Source: an optimization exercise on an open RTL-to-GDS flow (aim: small area, a short achievable clock period and few clock cycles). Production flows keep margins and buffers that such runs may drop. Where RTL was checked, it was by simulation tests only, not by an equivalence proof against the original. No activity file was given, so power comes from the tool's default toggle rates.

Design requant_argmax_pipe, start of the top module:
module requant_argmax_pipe #(
  parameter int ACC_W       = 25,
  parameter int OUT_W       = 8,
  parameter int MULT_W      = 16,
  parameter int SHIFT_W     = 5,
  parameter int NUM_CLASSES = 10,
  parameter int IDX_W       = $clog2(NUM_CLASSES)
) (
  input  logic                     clk,
  input  logic                     rst_n,
  input  logic                     cfg_load,
  input  logic signed [ACC_W-1:0]  cfg_bias,
  input  logic        [MULT_W-1:0] cfg_mult,
  input  logic       [SHIFT_W-1:0] cfg_shift,
  input  logic                     cfg_round,
  input  logic signed [OUT_W-1:0]  cfg_offset,
  input  logic signed [OUT_W-1:0]  cfg_min,
  input  logic signed [OUT_W-1:0]  cfg_max,
  output logic                     busy,
  input  logic                     in_valid,
  output logic                     in_ready,
  input  logic signed [ACC_W-1:0]  in_data,
  input  logic                     in_last,
  output logic                     out_valid,
  input  logic                     out_ready,
  output logic signed [OUT_W-1:0]  out_data,
  output logic                     out_last,
  output logic                     argmax_valid,
  output logic        [IDX_W-1:0]  argmax_idx,
  output logic signed [OUT_W-1:0]  argmax_val
);
For scale: about 2,900 cells after synthesis, about 360 flip-flops, ~130 I/O pins, about 27,000 sq um of cells after synthesis.
export LEC_CHECK = 0
export CAP_MARGIN = 20
export CORE_MARGIN = 2
export CORE_UTILIZATION = 40
export SLEW_MARGIN = 20
create_clock -name core_clock -period 12.0 [get_ports {clk}]
standard.sh (not shown) runs the stock make flow with config.mk's settings and CLKGATE_MAP_FILE= SYNTH_SCRIPT=/design/flow/synth_recipe.tcl, a recipe that flattens the netlist after the stock synthesis.
==> flow/flow/run.sh <==
#!/bin/bash
# The standard ORFS layout (standard.sh), with two changes to how it is
# made: repair_timing aims for 8.8 ns of setup slack at the design's clock
# period, and the port buffers are buf_2.
set -euo pipefail
bash standard.sh SETUP_SLACK_MARGIN=8.8 "BUFFER_PORTS_ARGS=-buffer_cell sky130_fd_sc_hd__buf_2" finish > standard_flow.log 2>&1
Testbench counts at the start, summed over its fixed seeds: cycles 9,640.
Next try:
==> flow/flow/run.sh (replaced) <==
#!/bin/bash
# The standard ORFS layout (standard.sh), with two changes to how it is
# made: repair_timing aims for 8.5 ns of setup slack at the design's clock
# period, and the port buffers are buf_2.
set -euo pipefail
bash standard.sh SETUP_SLACK_MARGIN=8.5 "BUFFER_PORTS_ARGS=-buffer_cell sky130_fd_sc_hd__buf_2" finish > standard_flow.log 2>&1
CORE_UTILIZATION = 60   (was 40)
CTS_CLUSTER_DIAMETER = 80   (was unset)
CTS_CLUSTER_SIZE = 25   (was unset)
PLACE_DENSITY = 0.7   (was unset)
=> The new run went through all stages and came out clean. Area after synthesis does not change. Power decreases by 9.2%. Register-to-register slack got worse by 0.07 ns.
Next try:
CORE_UTILIZATION = 40   (was 60)
PLACE_DENSITY = unset   (was 0.7)
The new run went through all stages and came out clean. Routed wire length climbs by 3.6%. Clock-buffer cell count went up by 1. Synthesized cell count is unchanged. Global-route usage came out lower by 10 points. Design area goes up by 0.98%. Register-to-register slack gains 0.02 ns.
Next try:
CTS_CLUSTER_DIAMETER = 100   (was 80)
CTS_CLUSTER_SIZE = 30   (was 25)
Total power drops by 0.46%.
Wire length stays flat.
Sequential cell count stays the same.
Via count drops by 0.42%.
Setup slack improves by 0.018 ns.

---

requant_argmax_pipe, a different RTL version from the one above (not shown whole).
Size in the first run: roughly 2500 cells after synthesis, roughly 190 flip-flops, roughly 130 I/O pins, ~23000 sq um of cells after synthesis.
make LEC_CHECK=0 CAP_MARGIN=20 CORE_MARGIN=2 CORE_UTILIZATION=40 SETUP_SLACK_MARGIN=5 SLEW_MARGIN=20 finish   # period 12.0 ns
run.sh (not shown) runs the stock make flow with config.mk's settings and CLKGATE_MAP_FILE= SYNTH_SCRIPT=/design/flow/synth_recipe.tcl, a recipe that flattens the netlist after the stock synthesis.
Stock flow here: none of the scripts above is used.
The baseline ran to the end with no violations.
Change:
Settings changed: SETUP_SLACK_MARGIN 5 to default.
=>
- The new run went through all stages and came out clean
- final cell count is about the same
- sequential cell count is unchanged
- sequential power barely changes
- maximum frequency falls by about a fifth
- core utilization fell by 0.20 points
- setup slack degrades by 1.1 ns
- critical path depth drops by 2
- clock skew stays flat
- non-clock buffer count is unchanged
- area after synthesis stays the same
Function was not checked in any run of this note: the RTL went through the layout flow alone.

---

requant_argmax_pipe, a different RTL version from the one above (not shown whole).
Size: roughly 370 flip-flops, roughly 130 I/O pins.
Settings: LEC_CHECK=0, ABC_AREA=1, CAP_MARGIN=20, CORE_MARGIN=2, CORE_UTILIZATION=40, CTS_CLUSTER_DIAMETER=100, CTS_CLUSTER_SIZE=30, SLEW_MARGIN=20; clock period 12.0 ns.
standard.sh (not shown) runs the stock make flow with config.mk's settings and CLKGATE_MAP_FILE= SYNTH_SCRIPT=/design/flow/synth_recipe.tcl, a recipe that flattens the netlist after the stock synthesis.
==> flow/flow/run.sh <==
#!/bin/bash
# The standard ORFS layout (standard.sh), with two changes to how it is
# made: repair_timing aims for 8.5 ns of setup slack at the design's clock
# period, and the port buffers are buf_2.
set -euo pipefail
bash standard.sh SETUP_SLACK_MARGIN=8.5 "BUFFER_PORTS_ARGS=-buffer_cell sky130_fd_sc_hd__buf_2" finish > standard_flow.log 2>&1
The first run completed with no timing, DRC or antenna violations.
Testbench counts at the start, summed over its fixed seeds: cycles 9,640.
Edit:
==> flow/flow/run.sh (replaced) <==
#!/bin/bash
# The standard ORFS layout (standard.sh), with two changes to how it is
# made: repair_timing aims for 8.35 ns of setup slack at the design's clock
# period, and the port buffers are buf_2.
set -euo pipefail
bash standard.sh SETUP_SLACK_MARGIN=8.35 "BUFFER_PORTS_ARGS=-buffer_cell sky130_fd_sc_hd__buf_2" finish > standard_flow.log 2>&1
CTS_CLUSTER_DIAMETER = 80   (was 100)
CTS_CLUSTER_SIZE = 25   (was 30)
=>
- The changed run produced a clean layout
- power hardly moves
- fmax decreases by 4.3%
- routed wire length drops by 2.5%
- design area went down by 2.2%
- flip-flop and latch count is unchanged
- hold slack hardly moves
Edit:
==> flow/flow/run.sh (replaced) <==
#!/bin/bash
# The standard ORFS layout (standard.sh), with two changes to how it is
# made: repair_timing aims for 8.5 ns of setup slack at the design's clock
# period, and the port buffers are buf_2.
set -euo pipefail
bash standard.sh SETUP_SLACK_MARGIN=8.5 "BUFFER_PORTS_ARGS=-buffer_cell sky130_fd_sc_hd__buf_2" finish > standard_flow.log 2>&1
CTS_BUF_LIST = sky130_fd_sc_hd__clkbuf_16   (was unset)
CTS_CLUSTER_DIAMETER = 100   (was 80)
CTS_CLUSTER_SIZE = 30   (was 25)
TNS_END_PERCENT = 5   (was unset)
Via count rises by 0.66%.
Synthesized area is unchanged.
Power falls by 0.31%.
Final area rises by 0.81%.
Wire length rises by 0.72%.
Critical path depth rises by 9.
Clock power falls by 13%.
Fmax rises by 2.5%.
Edit:
==> flow/flow/run.sh (replaced) <==
#!/bin/bash
# The standard ORFS layout (standard.sh), with two changes to how it is
# made: repair_timing aims for 8.5 ns of setup slack at the design's clock
# period, and the port buffers are buf_1.
set -euo pipefail
bash standard.sh SETUP_SLACK_MARGIN=8.5 "BUFFER_PORTS_ARGS=-buffer_cell sky130_fd_sc_hd__buf_1" finish > standard_flow.log 2>&1
TNS_END_PERCENT = unset   (was 5)
Worst hold slack hardly moves.
Non-clock buffer count came out higher by 27.
Via count came out higher by 0.71%.
Worst setup slack gets better by 55 ps.
Fmax came out higher by 1.6%.
Cell count came out higher by 0.69%.
Sequential power barely changes.
Cell area came out higher by 1.3%.
Critical path depth came out lower by 9.
Edit:
==> flow/flow/run.sh (replaced) <==
#!/bin/bash
# The standard ORFS layout (standard.sh), with two changes to how it is
# made: repair_timing aims for 8.5 ns of setup slack at the design's clock
# period, and the port buffers are buf_2.
set -euo pipefail
bash standard.sh SETUP_SLACK_MARGIN=8.5 "BUFFER_PORTS_ARGS=-buffer_cell sky130_fd_sc_hd__buf_2" finish > standard_flow.log 2>&1
Result: Clock skew goes down by 14 ps; worst setup slack improves by 17 ps; area after synthesis stays the same; power came out lower by about 0.8%; count of clock-buffer cells in the layout does not change; global-route usage fell by 0.22 points; synthesized cell count stays the same; design area barely changes.

---

## alpha
Starting RTL as in the previous note.
Settings: LEC_CHECK=0, ABC_AREA=1, CAP_MARGIN=20, CORE_MARGIN=2, CORE_UTILIZATION=40, CTS_CLUSTER_DIAMETER=80, CTS_CLUSTER_SIZE=25, SLEW_MARGIN=20; clock period 12.0 ns.
==> flow/flow/run.sh <==
#!/bin/bash
# The standard ORFS layout (standard.sh), with two changes to how it is
# made: repair_timing aims for 8.5 ns of setup slack at the design's clock
# period, and the port buffers are buf_2.
set -euo pipefail
bash standard.sh SETUP_SLACK_MARGIN=8.5 "BUFFER_PORTS_ARGS=-buffer_cell sky130_fd_sc_hd__buf_2" finish > standard_flow.log 2>&1
alpha completed end to end with timing, DRC and antenna clean.
Testbench counts of alpha, summed over its fixed seeds: cycles 9,640.
Input changes introduced in beta (baseline for comparison: alpha):
==> flow/flow/run.sh <==
#!/bin/bash
# The standard ORFS layout (standard.sh), with two changes to how it is
# made: repair_timing aims for 8.6 ns of setup slack at the design's clock
# period, and the port buffers are buf_2.
set -euo pipefail
bash standard.sh SETUP_SLACK_MARGIN=8.6 "BUFFER_PORTS_ARGS=-buffer_cell sky130_fd_sc_hd__buf_2" finish > standard_flow.log 2>&1
Results
- beta gives more fraction of layout instances using a drive strength above 1 than alpha did.
- Between beta and alpha, slew at the pin closest to its max-slew limit is higher for beta, alpha comes in under that.
- Upper clock frequency limit: alpha vs beta — no meaningful difference
- The run showing the smaller number of antenna violations at the first check in global routing is alpha.
- Global-route wire length before repair for beta: about 2% up relative to alpha

---

== run A ==
Starting RTL as in the previous note.
Settings: LEC_CHECK=0, ABC_AREA=1, CAP_MARGIN=20, CORE_MARGIN=2, CORE_UTILIZATION=40, CTS_BUF_LIST=sky130_fd_sc_hd__clkbuf_16, CTS_CLUSTER_DIAMETER=100, CTS_CLUSTER_SIZE=30, SLEW_MARGIN=20; clock period 12.0 ns.
==> flow/flow/run.sh <==
#!/bin/bash
# The standard ORFS layout (standard.sh) with these changes to how it is
# made:
#  - repair_timing aims for 8.6 ns of setup slack at the design's clock period;
#  - the port buffers are sky130_fd_sc_hd__buf_2;
#  - after the standard synthesis, fa_polarity.py removes inverters around
#    full-adder cells (FA(~a,~b,~c) = ~FA(a,b,c)); registers and ports are
#    untouched. The layout is then built from that netlist.
set -euo pipefail
K=(SETUP_SLACK_MARGIN=8.6 "BUFFER_PORTS_ARGS=-buffer_cell sky130_fd_sc_hd__buf_2")
R=orfs/results/sky130hd/requant_argmax_pipe/base
bash standard.sh "${K[@]}" synth > standard_synth.log 2>&1
cp $R/1_2_yosys.v $R/1_2_yosys.standard.v
python3 flow/fa_polarity.py $R/1_2_yosys.standard.v $R/1_2_yosys.v > fa_polarity.log 2>&1
rm -f $R/1_synth.odb $R/1_synth.sdc
bash standard.sh "${K[@]}" finish > standard_flow.log 2>&1
Other scripts of this flow, unchanged in this note and not shown: flow/flow/fa_polarity.py
Every stage of the flow completed for run A, and the final layout passed the timing, DRC and antenna checks.
Testbench counts of run A, summed over its fixed seeds: cycles 9,640.
Edits applied to the flow inputs when going from run A to run B:
diff --git a/flow/flow/run.sh b/flow/flow/run.sh
--- a/flow/flow/run.sh
+++ b/flow/flow/run.sh
@@ -4 +4 @@
-#  - repair_timing aims for 8.6 ns of setup slack at the design's clock period;
+#  - repair_timing aims for 8.4 ns of setup slack at the design's clock period;
@@ -10 +10 @@
-K=(SETUP_SLACK_MARGIN=8.6 "BUFFER_PORTS_ARGS=-buffer_cell sky130_fd_sc_hd__buf_2")
+K=(SETUP_SLACK_MARGIN=8.4 "BUFFER_PORTS_ARGS=-buffer_cell sky130_fd_sc_hd__buf_2")
[summary]
Global-route track usage on met2 (run B over run A): decrease, 1.6 points
Run B vs run A — internal power summed over all cells dropped by a few percent
In the reports for run A and run B, the larger sequential share of cell area belongs to run B.
Looking at start point of the critical path, the ol_q$_DFF_P_ result is from run A; the od_q[4]$_DFF_P_ one comes from run B.
Compared with run A, run B shows final cell count lower by 61.
Relative to run A, number of fillers in the final layout has gone up in run B.
Cell area after layout on run B is ahead of run A.

static timing again, ports no longer ideal:
No port has a modelled driver above. Below, the same layouts with a new extraction and two added sets of constraints. Step 1 assumes that a clkbuf_16 drives the clock port and a buf_2 every other input. Step 2 times the ports against the registers' clock, not the clock port: input delays grow and output delays shrink by t, the midpoint of the rising clock arrivals with the driver on. Three values: ideal ports, drivers, drivers and shift; two values: the first two.
run | t (ns) | setup slack, ns | clock arrival spread, ns | worst slew at a driven data input, ns
the first run of note 1 | 0.619 | 8.373 / 8.310 / 7.811 | 0.018 / 0.019 | 0.08
the second run of note 1 | 0.637 | 8.398 / 8.336 / 7.868 | 0.025 / 0.025 | 0.09
the third run of note 1 | 0.639 | 8.390 / 8.324 / 7.843 | 0.038 / 0.038 | 0.11
the fourth run of note 1 | 0.627 | 8.408 / 8.341 / 7.857 | 0.043 / 0.043 | 0.11
the first run of note 2 | 0.556 | 5.357 / 5.357 / 5.357 | 0.015 / 0.015 | 0.10
the second run of note 2 | 0.559 | 4.271 / 4.271 / 4.271 | 0.015 / 0.015 | 0.10
the first run of note 3 | 0.610 | 8.535 / 8.475 / 8.047 | 0.028 / 0.028 | 0.11
the second run of note 3 | 0.627 | 8.379 / 8.325 / 7.891 | 0.035 / 0.035 | 0.07
the third run of note 3 | 0.626 | 8.468 / 8.432 / 8.038 | 0.020 / 0.020 | 0.12
the fourth run of note 3 | 0.617 | 8.523 / 8.459 / 8.086 | 0.036 / 0.036 | 0.13
the fifth run of note 3 | 0.609 | 8.539 / 8.479 / 8.032 | 0.022 / 0.023 | 0.11
alpha | 0.637 | 8.506 / 8.446 / 8.011 | 0.040 / 0.039 | 0.12
beta | 0.645 | 8.509 / 8.448 / 8.105 | 0.021 / 0.021 | 0.13
run A | 0.618 | 8.549 / 8.486 / 8.124 | 0.031 / 0.032 | 0.13
run B | 0.603 | 8.450 / 8.393 / 8.019 | 0.029 / 0.028 | 0.15
After both steps every run listed still meets setup and hold. For the first run of note 1, which loses most, drivers alone change the setup slack by -0.063 ns; drivers and shift together by -0.562 ns.
